Source: an optimization exercise on an open RTL-to-GDS flow (aim: small area, a short achievable clock period and few clock cycles per item). Production flows keep margins and buffers that such runs may drop.
Function was checked by simulation only, so behaviour that the tests miss may differ from the original.
Power is estimated from default activity; no workload was simulated.

lane 1:
## aes_key_sched_iter
module aes_key_sched_iter #(
  parameter logic [2:0] MODES_EN = 3'b111,
  parameter int         IDX_W    = 6
) (
  input  logic             clk,
  input  logic             rst_n,
  input  logic             start,
  input  logic [1:0]       mode,
  input  logic [255:0]     key_in,
  output logic             busy,
  output logic             word_valid,
  input  logic             word_ready,
  output logic [31:0]      word_out,
  output logic [IDX_W-1:0] word_idx,
  output logic             done,
  output logic             err
);
  function automatic logic [3:0] sbox_mid(input logic [7:0] a);
    logic U0, U1, U2, U3, U4, U5, U6, U7;
    logic T1, T2, T3, T4, T5, T6, T7, T8, T9, T10, T11, T12, T13, T14, T15, T16;
    logic T17, T18, T19, T20, T21, T22, T23, T24, T25, T26, T27;
    logic M1, M2, M3, M4, M5, M6, M7, M8, M9, M10, M11, M12, M13, M14, M15, M16;
    logic M17, M18, M19, M20, M21, M22, M23, M24, M25, M26, M27, M28, M29, M30;
  ...
For scale: about 2,400 cells after synthesis, roughly 360 flip-flops, ~300 I/O pins, about 20,000 sq um of cells after synthesis.
export LEC_CHECK = 0
export CAP_MARGIN = 20
export CORE_MARGIN = 2
export CORE_UTILIZATION = 40
export CTS_CLUSTER_DIAMETER = 100
export CTS_CLUSTER_SIZE = 24
export SETUP_SLACK_MARGIN = 3.6
export SLEW_MARGIN = 20
create_clock -name core_clock -period 6.0 [get_ports {clk}]
standard.sh (not shown) runs the stock make flow with config.mk's settings and CLKGATE_MAP_FILE= SYNTH_SCRIPT=/design/flow/synth_recipe.tcl, a recipe that flattens the netlist after the stock synthesis.
==> flow/flow/run.sh <==
#!/bin/bash
# Standard layout, but the port buffers that global placement inserts are
# sky130_fd_sc_hd__buf_1 instead of the resizer's default pick; later repair
# steps may still resize them.
set -euo pipefail
cd "$(dirname "$0")/.."
export BUFFER_PORTS_ARGS="-buffer_cell sky130_fd_sc_hd__buf_1"
bash standard.sh > standard.log 2>&1
Per the final summary, lane 1 finished and its layout is clean on timing, DRC and antenna.
Testbench counts of lane 1, summed over its fixed seeds: cycles 27,251, words 26,552.
[inputs] lane 2 vs lane 1
Settings: SETUP_SLACK_MARGIN changed from 3.6 to 4.0.
Findings:
Of lane 2 and lane 1, the run reporting the lower wire length on met1 was lane 1. Diff lane 1 -> lane 2: data required time of the critical path moved down, number of signal-net buffers in the layout rose 12%, final hold slack increased by 6.1 ps relative to the old numbers, total leakage power increased 1.1 nW. In lane 2, the initial antenna violation count came out 5 below the value in lane 1. Wire length (lower): lane 1. Run comparison: lane 1 source of the critical timing path ya_q[1]; lane 2 source of the critical timing path ya_q[3].

* * *

aes_key_sched_iter, a different RTL version from the one above (not shown whole).
Size: ~340 flip-flops, about 300 I/O pins, roughly 0.019 mm2 of cells after synthesis.
Settings: LEC_CHECK=0, CAP_MARGIN=20, CORE_MARGIN=2, CORE_UTILIZATION=40, SETUP_SLACK_MARGIN=2.0, SLEW_MARGIN=20; clock period 6.0 ns.
run.sh (not shown) runs the stock make flow with config.mk's settings and CLKGATE_MAP_FILE= SYNTH_SCRIPT=/design/flow/synth_recipe.tcl, a recipe that flattens the netlist after the stock synthesis.
Stock flow here: none of the scripts above is used.
The starting point finished with timing, DRC and antenna clean.
Testbench counts at the start, summed over its fixed seeds: cycles 27,072, words 26,552.
Then changed:
SETUP_SLACK_MARGIN = default   (was 2.0)
Cell count barely changes; clock power is about the same; wire length shrinks by 2.3%; sequential share of layout area came out higher by 0.31 points; worst hold slack stays flat; total power fell by 1.3%; setup slack is worse by 0.64 ns; count of clock-buffer cells in the layout is unchanged.

* * *

== red ==
Another version of the RTL of aes_key_sched_iter (not shown whole).
Size: roughly 1,700 cells after synthesis, ~360 flip-flops, about 300 I/O pins, about 17,000 sq um of cells after synthesis.
Settings: LEC_CHECK=0, CAP_MARGIN=20, CORE_MARGIN=2, CORE_UTILIZATION=55, CTS_CLUSTER_DIAMETER=100, CTS_CLUSTER_SIZE=24, SETUP_SLACK_MARGIN=3.65, SLEW_MARGIN=20; clock period 6.0 ns.
standard.sh (not shown) runs the stock make flow with config.mk's settings and CLKGATE_MAP_FILE= SYNTH_SCRIPT=/design/flow/synth_recipe.tcl, a recipe that flattens the netlist after the stock synthesis.
==> flow/flow/run.sh <==
#!/bin/bash
# Standard layout with two changes:
#  - the combinational logic is mapped with an area-oriented ABC script
#    (flow/abc_map.script) instead of ORFS's speed script; the resizer's
#    timing repair later sizes what needs it. Registers are mapped by the
#    standard dfflibmap step before ABC runs, so they are unchanged.
#  - the port buffers that global placement inserts are
#    sky130_fd_sc_hd__buf_1; later repair steps may still resize them.
set -euo pipefail
cd "$(dirname "$0")/.."
rm -rf scripts_copy
cp -r "$FLOW_HOME/scripts" scripts_copy
cp flow/abc_map.script scripts_copy/abc_speed.script
export SCRIPTS_DIR="$PWD/scripts_copy"
export BUFFER_PORTS_ARGS="-buffer_cell sky130_fd_sc_hd__buf_1"
bash standard.sh > standard.log 2>&1
==> flow/flow/abc_map.script <==
strash
&get -n
&st
&dch
&nf
&put
topo
stime -c
Testbench counts of red, summed over its fixed seeds: cycles 27,072, words 26,552.
Modified inputs, blue compared to red
- swapping 24 for 28 in CTS_CLUSTER_SIZE
- swapping 3.65 for 3.45 in SETUP_SLACK_MARGIN
==> flow/flow/abc_map.script <==
strash
&get -n
&st
&syn2
&dch -f
&nf -R 1000
&put
topo
stime -c
### Flow results
blue against red: total power moved down, post-route worst setup slack moved down, die outline area moved down.
Summary: highest clock rate, blue worse than red
Changes observed in blue relative to red: adder-cell share of the synthesized area stayed essentially flat, total number of nets in the final design +4.4%, synthesized cell count now sits higher, met2 layer usage reported by global route lower, combinational power now smaller.
On arrival time of data at the critical path endpoint, red and blue are basically level.

separate check: timing with driven ports:
No port has a modelled driver above. Below, the same layouts with a new extraction and two added sets of constraints. Step 1, drivers: a clkbuf_16 drives clk and a buf_2 each remaining input, both assumed. Step 2 also shifts input and output timing later by t, the mid clock arrival at the registers, as if the neighbouring blocks saw the same clock. Slacks: no drivers / after step 1 / after step 2; pairs: no drivers / after step 1.
| run | shift t [ns] | slack for setup (ns) | hold slack, ns | worst register clock-pin slew, ns |
|---|---|---|---|---|
| lane 1 | 0.599 | 3.204 / 3.204 / 3.161 | 0.463 / 0.463 / 0.463 | 0.11 / 0.11 |
| lane 2 | 0.609 | 3.063 / 3.063 / 3.063 | 0.469 / 0.469 / 0.469 | 0.11 / 0.11 |
| the first run of note 2 | 0.613 | 2.133 / 2.133 / 1.826 | 0.440 / 0.440 / 0.440 | 0.07 / 0.07 |
| the second run of note 2 | 0.613 | 1.495 / 1.495 / 1.495 | 0.440 / 0.440 / 0.440 | 0.07 / 0.07 |
| red | 0.572 | 3.543 / 3.543 / 3.196 | 0.446 / 0.446 / 0.446 | 0.10 / 0.10 |
| blue | 0.575 | 3.446 / 3.467 / 2.904 | 0.474 / 0.474 / 0.474 | 0.11 / 0.11 |
After both steps every run listed still meets setup and hold. The setup slack of blue, which loses most, moves by +0.021 ns with the drivers and by -0.542 ns with both steps.
